Background: an optimization exercise with open tools, aiming at small area. Do not read the settings as production practice.
The RTL was checked by simulation tests, not by an equivalence proof against the original design.
Power is estimated from default activity; no workload was simulated. The clock port is modelled as an ideal driver; clocking choices that lean on that would not hold on a real chip.

--- design/flow/design.v ---
module rpc_chan_pipe #(
    parameter int unsigned NumChan    = 5,
    parameter int unsigned DataWidth  = 128,
    parameter int unsigned Depth      = 2,
    parameter int unsigned WdogCycles = 1024,
    localparam int unsigned OccW      = (Depth < 1) ? 1 : $clog2(Depth + 1)
) (
    input  logic                         clk_i,
    input  logic                         rst_i,
    input  logic                         flush_i,
    input  logic [NumChan-1:0]           in_valid_i,
    output logic [NumChan-1:0]           in_ready_o,
    input  logic [NumChan*DataWidth-1:0] in_data_i,
    output logic [NumChan-1:0]           out_valid_o,
    input  logic [NumChan-1:0]           out_ready_i,
    output logic [NumChan*DataWidth-1:0] out_data_o,
    output logic [NumChan*OccW-1:0]      occ_o,
    input  logic                         wdog_clr_i,
    output logic [NumChan-1:0]           wdog_o
);
    logic init_q;
    always_ff @(posedge clk_i or posedge rst_i) begin
        if (rst_i) begin
            init_q <= 1'b0;
        end else begin
            init_q <= 1'b1;
        end
    end
    for (genvar c = 0; c < NumChan; c++) begin : g_chan
        logic                 one_q, full_q;    
        logic                 one_d, full_d;
        logic                 valid, push, pop;
        logic                 sel_hold;
        logic [DataWidth-1:0] head_q, tail_q, tail_d, din;
        assign din            = in_data_i[c*DataWidth +: DataWidth];
        assign valid          = one_q | full_q;
        assign in_ready_o[c]  = init_q & ~full_q & ~flush_i;
        assign out_valid_o[c] = valid;
        assign push           = in_valid_i[c] & in_ready_o[c];
        assign pop            = valid & out_ready_i[c];
        assign out_data_o[c*DataWidth +: DataWidth] = head_q;
        assign occ_o[c*OccW +: OccW]                = {full_q, one_q};
        always_comb begin
            one_d  = 1'b0;
            full_d = 1'b0;
            if (!flush_i) begin
                if (full_q) begin
                    full_d = ~pop;
                    one_d  = pop;
                end else if (one_q) begin
                    full_d = push & ~pop;
                    one_d  = push ~^ pop;
                end else begin
                    one_d  = push;
                end
            end
        end
        always_ff @(posedge clk_i or posedge rst_i) begin
            if (rst_i) begin
                one_q  <= 1'b0;
                full_q <= 1'b0;
            end else begin
                one_q  <= one_d;
                full_q <= full_d;
            end
        end
        assign sel_hold = valid & ~out_ready_i[c];
        assign tail_d   = ({DataWidth{full_q}} & tail_q) | ({DataWidth{~full_q}} & din);
        always_ff @(posedge clk_i) begin
            tail_q <= tail_d;
            if (!sel_hold) begin
                head_q <= tail_d;
            end
        end
    end
    localparam int unsigned WdSeqW = 10;
    for (genvar c = 0; c < NumChan; c++) begin : g_wdog
        logic [WdSeqW-1:0] wd_seq_q;
        logic              wd_sat_q;
        logic              wd_flag_q;
        logic              stall, low_zero, last, fb;
        assign stall    = out_valid_o[c] & ~out_ready_i[c] & ~flush_i;
        assign low_zero = ~|wd_seq_q[WdSeqW-2:0];
        assign last     = wd_seq_q[WdSeqW-1] & low_zero;
        assign fb       = wd_seq_q[9] ^ wd_seq_q[6] ^ low_zero;
        always_ff @(posedge clk_i) begin
            wd_seq_q <= stall ? {wd_seq_q[WdSeqW-2:0], fb} : '0;
            wd_sat_q <= stall & (wd_sat_q | last);
        end
        always_ff @(posedge clk_i or posedge rst_i) begin
            if (rst_i) begin
                wd_flag_q <= 1'b0;
            end else begin
                wd_flag_q <= (stall & last & ~wd_sat_q) | (wd_flag_q & ~wdog_clr_i);
            end
        end
        assign wdog_o[c] = wd_flag_q;
    end
endmodule
--- design/flow/flow/remap.ys ---
# Re-map the combinational cells of the standard synthesis netlist with an area-oriented ABC
# mapper. Flip-flops (and the tie cell) are kept as black boxes, so every register keeps its
# instance name and cell type.
read_liberty -ignore_miss_func @LIB@
blackbox sky130_fd_sc_hd__df* sky130_fd_sc_hd__edf* sky130_fd_sc_hd__sdf* sky130_fd_sc_hd__dl* sky130_fd_sc_hd__conb_1
read_verilog -noautowire @IN@
hierarchy -top @TOP@
flatten
opt_clean -purge
abc -script @ABC@ -liberty @LIB@ -dont_use sky130_fd_sc_hd__probe* -dont_use sky130_fd_sc_hd__lpflow*
opt_clean -purge
stat -liberty @LIB@
write_verilog -noattr -nohex -nodec @OUT@
--- design/flow/constraint.sdc ---
create_clock -name core_clock -period 5.0 [get_ports {clk_i}]
set_input_delay 1.0000 -clock core_clock [delete_from_list [all_inputs] [get_ports {clk_i}]]
set_output_delay 1.0000 -clock core_clock [all_outputs]
set_load 0.01 [all_outputs]
--- design/flow/flow/remap.abc ---
strash
&get -n
&nf -p -a
&put
--- design/flow/config.mk ---
export PLATFORM = sky130hd
export DESIGN_NAME = rpc_chan_pipe
export DESIGN_NICKNAME = rpc_chan_pipe
export VERILOG_FILES = /design/flow/design.v
export SDC_FILE = /design/flow/constraint.sdc
export NUM_CORES = 4
export LEC_CHECK = 0
export ABC_AREA = 1
export CAP_MARGIN = 20
export CORE_AREA = 5 5 335 335
export DIE_AREA = 0 0 340 340
export SLEW_MARGIN = 20
--- design/flow/standard.sh ---
#!/bin/bash
# synth_recipe.tcl (not shown) runs the flow's synth.tcl, then flattens the netlist and writes it again
# the make line also repeats each setting of config.mk as NAME=value (left out here)
make -C /OpenROAD-flow-scripts/flow DESIGN_CONFIG=/design/flow/config.mk WORK_HOME=/design/flow/orfs CLKGATE_MAP_FILE= SYNTH_SCRIPT=/design/flow/synth_recipe.tcl "${@:-finish}"
--- design/flow/flow/run.sh ---
#!/bin/bash
# Standard layout with three changes:
#  1. after the standard synthesis, the combinational cells are re-mapped by ABC with an
#     area-oriented mapper (flow/remap.ys, flow/remap.abc); registers are left untouched;
#  2. ports are buffered with the smallest plain buffer (sky130_fd_sc_hd__buf_1);
#  3. clock tree synthesis uses larger sink clusters and inserts no dummy loads.
# Each tool's full output goes to a log file of its own in the work folder.
set -euo pipefail
W=$PWD
R=$W/orfs/results/$FLOW_PLATFORM/rpc_chan_pipe/base
YOSYS=$(command -v yosys || echo "$FLOW_HOME/../tools/install/yosys/bin/yosys")
LIB=$FLOW_HOME/platforms/$FLOW_PLATFORM/lib/sky130_fd_sc_hd__tt_025C_1v80.lib

bash standard.sh synth > flow_synth.log 2>&1

cp "$R/1_2_yosys.v" "$W/flow_std_1_2_yosys.v"
sed -e "s#@LIB@#$LIB#g" -e "s#@IN@#$W/flow_std_1_2_yosys.v#" -e "s#@TOP@#$FLOW_TOP#" \
    -e "s#@ABC@#$W/flow/remap.abc#" -e "s#@OUT@#$W/flow_remap.v#" flow/remap.ys > flow_remap.ys
"$YOSYS" -l flow_remap.log -q -s flow_remap.ys > /dev/null
cp "$W/flow_remap.v" "$R/1_2_yosys.v"
touch "$R/1_2_yosys.v"

bash standard.sh \
  "PLACE_PINS_ARGS=-min_distance 1 -min_distance_in_tracks" \
  "BUFFER_PORTS_ARGS=-buffer_cell sky130_fd_sc_hd__buf_1" \
  "CTS_ARGS=-sink_clustering_enable -repair_clock_nets -dont_use_dummy_load -sink_clustering_size 32 -sink_clustering_max_diameter 100 -buf_list sky130_fd_sc_hd__clkbuf_16" \
  finish > flow_make.log 2>&1
==> run notes, run 1 <==
- Status: timing/DRC/antenna clean
- Synth Cell Area: 41,890 µm²
- Warnings, synthesis: 1
- Max-Cap Viols: 0
- Met3 routed WL: 13,930 µm
- Rows: 121
- Setup tns final: 0 ps
- Fillers: 9,808
- Die Y: 340 µm
- Pins Over Slew Limit: 0
- Placeable Area: 108,600 µm²
- Root Buffer: clkbuf_16
- Via count: 24,400
- Crit path DAT: 2480 ps
- Pin count of the biggest net entering global routing: 105
- Final nets: 4,231
- # port buffers: 1,318
- DR iter-0 viols: 1,213
- Setup violations, final: 0
- Drt total wl: 118,300 µm
- Gpl congestion: 0.9256
- Power share of the sequential group: 66.7%
- Bufs and invs on worst path: 2
- Crit path required time: 4000 ps
- Measured slew at the worst slew-check pin: 1064 ps
- Area delta synth->final: 20.08%
- Gr usage total: 19.45%
- First-pass DRT Iterations: 5
- Largest delay share family, worst path: buffers and inverters
- Initial antenna violation count: 94
- Gate Count Post-Synth: 2,188
- WL/cell: 23.32 µm
- Post-layout min period: 3475 ps
- Worst-Skew Late Latency: 670 ps
- I/O pin count: 1,319
- Synth Net Count: 2,842
- Power Density: 373.3 nW/µm²
- Final Cycle Share: 69.51%
- CP Max Fanout: 47
- Initial core utilization: 38.59%
- Detail Route Antenna Nets: 0
- Clk_skew: 63.82 ps
- Final setup margin: 1525 ps
- DP Wirelength: 91,920 µm
- Hold_buf cts: 0
- RSZ-0062 raised after global routing: no
- Vias in the first global route: 24,660
- DRT met1 WL: 39,110 µm
- Worst vdd ir: 241.5 µV
- Total grt overflow: 0
- DRC violations left: 0
- Clock sinks: 1,351
- Switching pwr: 4.193 mW
- Post-Syn Area per Cell: 19.15 µm²
- Static leakage: 17.86 nW
- Worst setup EP type: output port
- CP startpoint kind: flop
- Inserted Clock Buffers: 50
- # H-tree levels: 2
- Slew HR: 29.04%
- P_int: 14.58 mW
- TritonCTS clock tree: done
- Vias per inst: 4.811
- Critical-path top delay cell: dfrtp_4
- Post-CTS Setup Repair Bufs: 0
- CTS clk-pin slew, worst paths: 110 ps
- Post-CTS sizing: 0
- Chip Width: 340 µm
- Critical path type: flop to output port
- Layout cell share with drive strength beyond 1: 2.210%
- Max clock buf depth: 3
- Crit-path cells: buf_4, nor2_1, buf_1
- Fmax: 0.2877 GHz
- Hold WC Path Type: input port to asynchronous set/reset pin
- WL met2: 51,910 µm
- Pre-CTS setup slack: 2089 ps
- Top sig layer: met5
- First-pass GRT wire length: 166,100 µm
- Net Sw Frac: 22.33%
- Combinational power share: 7.1%
- DIE AREA: 115,600 µm²
- Max incr delay on CP: 840 ps
- Clock share of power: 26.2%
- Final hold vios: 0
==> sequential cells by signal (all words and copies together), names as in the netlist <==
register	count
g_chan.full_q	5
g_chan.head_q	640
g_chan.one_q	5
g_chan.tail_q	640
g_wdog.wd_flag_q	5
g_wdog.wd_sat_q	5
g_wdog.wd_seq_q	50
init_q	1
==> per-stage QoR <==
stage | hold slack, ps | area (µm²) | util [%] | instances | power, mW
finish | 326.0 | 50310 | 46.34 | 5072 | 18.78
global route | 325.8 | 50280 | 46.32 | 5060 | 19.54
CTS | 306.4 | 50100 | 46.15 | 4989 | 18.98
detailed placement | 437.7 | 48850 | 45.00 | 4939 | 14.11
global placement | 429.2 | 48850 | 45.00 | 4939 | 14.07
floorplan | 419.5 | 41900 | - | 2188 | 13.33
==> layout make-up <==
type	count	area [µm²]	area share, %
sequential	1351	33550	66.69
multi-input combinational	821	8314	16.53
timing repair buffer	1337	5152	10.24
tap	1414	1769	3.517
clock buffer	50	1251	2.487
antenna	83	207.7	0.4129
inverter	16	60.06	0.1194
==> metal layers <==
metal	GRT usage [%]	vias to the layer above
met4	18.90	24
met3	9.494	527
li1	-	10910
met2	28.86	1294
met1	19.78	11650
met5	0	-
==> worst paths after layout <==
kind | from | end | slack [ps] | depth (start not counted)
worst max-delay path | g_chan[4].full_q | in_ready_o[4] | 1520 | 3
worst min-delay path | rst_i | g_chan[3].one_q | 330 | 2
max in group asynchronous | rst_i | g_chan[4].full_q | 4260 | 2
min in group core_clock | g_wdog[2].wd_seq_q[7] | g_wdog[2].wd_seq_q[8] | 400 | 1
worst min register to register | g_wdog[2].wd_seq_q[7] | g_wdog[2].wd_seq_q[8] | 400 | 1
worst max register to register | g_chan[3].full_q | g_chan[3].head_q[12] | 2130 | 3
==> power by group through the flow <==
stage | Clock [mW] | Combinational (mW) | Sequential, mW
finish | 4.92 | 1.33 | 12.5
global placement | 0 | 1.31 | 12.8
detailed placement | 0 | 1.33 | 12.8
floorplan | 0 | 0.341 | 13.0
CTS | 5.12 | 1.33 | 12.5
global route | 5.53 | 1.42 | 12.6
==> cells in the final DEF (no fill, tap or decap) <==
master	instances
clkinv_1	16
xnor2_1	10
and2_0	45
dfrtp_1	11
conb_1	1
nor2_1	26
buf_4	14
nor2b_1	10
clkbuf_16	50
a21oi_1	14
nand4_1	10
buf_1	1318
dfrtp_4	5
a2111oi_0	5
nand2b_1	1
edfxtp_1	640
a31oi_1	1
dfxtp_1	695
a41o_1	5
nor4_1	5
mux2_1	640
o21ai_0	5
nand3_1	4
nand2_1	4
or2_4	5
o32ai_1	5
or3_1	5
buf_12	5
nor4bb_1	5
nor3_1	15
diode_2	83
==> run 2, diff against run 1 <==
--- a/design/flow/design.v
+++ b/design/flow/design.v
@@ -75,5 +75,6 @@
     end
-    localparam int unsigned WdSeqW = 10;
+    localparam int unsigned            WdSeqW = 10;
+    localparam logic [WdSeqW-1:0]      WdPol  = 10'b10_1010_1010;
     for (genvar c = 0; c < NumChan; c++) begin : g_wdog
-        logic [WdSeqW-1:0] wd_seq_q;
+        logic [WdSeqW-1:0] wd_seq_q, wd_seq_d, wd_pol_q;
         logic              wd_sat_q;
@@ -82,2 +83,4 @@
         assign stall    = out_valid_o[c] & ~out_ready_i[c] & ~flush_i;
+        assign wd_seq_q = wd_pol_q ^ WdPol;
+        assign wd_seq_d = stall ? {wd_seq_q[WdSeqW-2:0], fb} : '0;
         assign low_zero = ~|wd_seq_q[WdSeqW-2:0];
@@ -86,3 +89,3 @@
         always_ff @(posedge clk_i) begin
-            wd_seq_q <= stall ? {wd_seq_q[WdSeqW-2:0], fb} : '0;
+            wd_pol_q <= wd_seq_d ^ WdPol;
             wd_sat_q <= stall & (wd_sat_q | last);
--- a/design/flow/flow/run.sh
+++ b/design/flow/flow/run.sh
@@ -1,8 +1,2 @@
 #!/bin/bash
-# Standard layout with three changes:
-#  1. after the standard synthesis, the combinational cells are re-mapped by ABC with an
-#     area-oriented mapper (flow/remap.ys, flow/remap.abc); registers are left untouched;
-#  2. ports are buffered with the smallest plain buffer (sky130_fd_sc_hd__buf_1);
-#  3. clock tree synthesis uses larger sink clusters and inserts no dummy loads.
-# Each tool's full output goes to a log file of its own in the work folder.
 set -euo pipefail
--- a/design/flow/config.mk
+++ b/design/flow/config.mk
@@ -9,4 +9,4 @@
 export CAP_MARGIN = 20
-export CORE_AREA = 5 5 335 335
-export DIE_AREA = 0 0 340 340
+export CORE_AREA = 5 5 295 295
+export DIE_AREA = 0 0 300 300
 export SLEW_MARGIN = 20
==> run 2 against run 1 <==
Largest power group unchanged. Global-route usage is 6.5 points higher. Still clean. Design area is 1.2% lower. Largest cell class unchanged. Cell count is 6.9% lower.
==> run notes, run 2 <==
- Max incr delay on CP: 760 ps (-80 ps)
- Commonest non-fill, non-tap cells in the layout: buf_1 (1,318), dfxtp_1 (695), mux2_1 (640), edfxtp_1 (640), clkbuf_16 (48)
- Hold_buf cts: 0 (unchanged)
- I/O pin count: 1,319 (unchanged)
- Inserted Clock Buffers: 48 (-4.0%)
- Die Y: 300 µm (-12%)
- First-pass GRT wire length: 170,700 µm (+2.7%)
- Initial core utilization: 50.01% (+11 points)
- Crit-path cells: buf_4, buf_1
- Reg2reg start: g_chan[4].full_q
- Power Density: 375.4 nW/µm² (+0.57%)
- First-pass DRT Iterations: 5 (unchanged)
- Slew HR: 24.58% (-4.5 points)
- Worst setup EP type: output port
- Post-CTS Setup Repair Bufs: 0 (unchanged)
- WL/cell: 25.77 µm (+11%)
- Pin count of the biggest net entering global routing: 130 (+24%)
- Worst vdd ir: 347.1 µV (+44%)
- Top sig layer: met5
- Root Buffer: clkbuf_16
- Gr usage total: 25.95% (+6.5 points)
- Static leakage: 17.85 nW (about the same)
- Final nets: 4,217 (-0.33%)
- FF-to-FF End: g_chan[4].head_q[81]
- Post-layout min period: 3280 ps (-194.9 ps)
- DRC violations left: 0 (unchanged)
- DR iter-0 viols: 1,629 (+34%)
- Fillers: 6,742 (-31%)
- Detail Route Antenna Nets: 0 (unchanged)
- Clk_skew: 46.01 ps (-17.81 ps)
- Clock sinks: 1,351 (unchanged)
- Biggest regs: g_chan.head_q (640), g_chan.tail_q (640), g_wdog.wd_pol_q (50)
- Drt total wl: 121,700 µm (+3.0%)
- Setup violations, final: 0 (unchanged)
- RSZ-0062 raised after global routing: no
- WL met2: 51,680 µm (-0.46%)
- Met3 routed WL: 16,120 µm (+16%)
- Critical path type: flop to output port
- Fmax: 0.3048 GHz (+5.9%)
- Rows: 106 (-12%)
- FF-to-FF path depth: 3 (unchanged)
- Gate Count Post-Synth: 2,182 (-0.27%)
- Critical-path top delay cell: dfrtp_4
- Max clock buf depth: 3 (unchanged)
- Final Cycle Share: 65.61% (-3.9 points)
- Initial antenna violation count: 103 (+9.6%)
- Final hold vios: 0 (unchanged)
- Bufs and invs on worst path: 2 (unchanged)
- Largest delay share family, worst path: buffers and inverters
- Synth Cell Area: 41,780 µm² (-0.26%)
- Vias per inst: 5.222 (+8.5%)
- Setup tns final: 0 ps (unchanged)
- DIE AREA: 90,000 µm² (-22%)
- Setup slack, reg-to-reg: 2110 ps (-20 ps)
- Area delta synth->final: 18.94%
- Warnings, synthesis: 1 (unchanged)
- TritonCTS clock tree: done
- Final core occ: 59.48% (+13 points)
- CP Max Fanout: 46 (-2.1%)
- CTS clk-pin slew, worst paths: 120 ps (about the same)
- Crit path DAT: 2280 ps (-200 ps)
- Measured slew at the worst slew-check pin: 1131 ps (+66.87 ps)
- Hold WC Path Type: input port to asynchronous set/reset pin
- CP startpoint kind: flop
- Post-Syn Area per Cell: 19.15 µm² (about the same)
- Total grt overflow: 0 (unchanged)
- DP Wirelength: 94,730 µm (+3.1%)
- Layout cell share with drive strength beyond 1: 1.994% (-0.22 points)
- DRT met1 WL: 41,620 µm (+6.4%)
- Post-CTS sizing: 0 (unchanged)
- Synth Net Count: 2,836 (-0.21%)
- Crit path required time: 4000 ps (about the same)
- # H-tree levels: 2 (unchanged)
- Pins Over Slew Limit: 0 (unchanged)
- Vias in the first global route: 25,620 (+3.9%)
- Via count: 24,670 (+1.1%)
- Multi-input logic area: 8215 µm² (-1.2%)
- Max-Cap Viols: 0 (unchanged)
- Commonest non-fill, non-tap cell in the layout: buf_1
- Worst-Skew Late Latency: 630 ps (-40 ps)
- Status: timing/DRC/antenna clean
- # port buffers: 1,318 (unchanged)
- Sequential Area: 33,550 µm² (unchanged)
- Gpl congestion: 0.9252 (about the same)
- Chip Width: 300 µm (-12%)
- Placeable Area: 83,560 µm² (-23%)
==> run 2: per-layer routing <==
metal  vias up  track usage (%)
met5         -                0
met4        46            22.39
met3       411            14.75
met2      1319            37.02
met1     12040            27.53
li1      10860                -
==> run 2: worst max path at each step <==
| stage | start | endpoint | depth (start not counted) |
|---|---|---|---|
| floorplan | g_chan[0].full_q | g_chan[0].head_q[0] | 2 |
| CTS | g_chan[3].full_q | occ_o[7] | 2 |
| detailed placement | flush_i | in_ready_o[4] | 5 |
| global placement | flush_i | in_ready_o[1] | 5 |
| global route | g_chan[3].full_q | occ_o[7] | 2 |
| finish | g_chan[3].full_q | occ_o[7] | 2 |
==> run 2: layout make-up <==
| type | instances | area share [%] |
|---|---|---|
| Clock buffer | 48 | 2.417 |
| Antenna cell | 83 | 0.4179 |
| Inverter | 13 | 0.09818 |
| Multi-Input combinational cell | 818 | 16.53 |
| Timing Repair Buffer | 1331 | 10.31 |
| Tap cell | 1080 | 2.719 |
| Sequential cell | 1351 | 67.51 |
==> run 2: power breakdown <==
part	total, mW	switching [mW]	internal (mW)
sequential	12.5	0.203	12.3
combinational	1.35	0.901	0.452
clock	4.78	3.04	1.74
total	18.7	4.14	14.5
==> run 2: worst register-to-register path, cell delays in order (launching register included) <==
cell     delay (ps)
dfrtp_4         700
buf_4           640
buf_4           800
mux2_1          510
==> run 2: stage by stage <==
| stage | total power, mW | area [µm²] | cells | hold slack, ps | setup slack, ps |
|---|---|---|---|---|---|
| global placement | 14.06 | 48290 | 4593 | 360.8 | 1898 |
| CTS | 18.80 | 49490 | 4641 | 305.8 | 1659 |
| finish | 18.66 | 49700 | 4724 | 333.2 | 1720 |
| global route | 19.38 | 49630 | 4696 | 337.3 | 1559 |
| floorplan | 13.32 | 41790 | 2182 | 352.7 | 19.19 |
| detailed placement | 14.12 | 48290 | 4593 | 366.8 | 1904 |

-- afterwards: timing with drivers on the ports --
No port has a modelled driver above. Below, the same layouts with a new extraction and two added sets of constraints.
Step 1, drivers: a clkbuf_16 drives clk_i and a buf_2 each remaining input, both assumed.
Step 2 adds t to the input delays and takes it off the output delays; t is the mean of the earliest and latest rising clock arrival at the registers after step 1. Input paths then give back, and output paths get back, about the clock's delay inside the block.
a / b / c = ideal / step 1 / step 2; a / b = the first two.
run	t, ns	setup WS [ns]	slew at the worst register clock pin (ns)
run 1	0.706	1.525 / 1.457 / 2.032	0.12 / 0.12
run 2	0.674	1.720 / 1.654 / 1.829	0.12 / 0.12
After both steps every run listed still meets setup and hold.
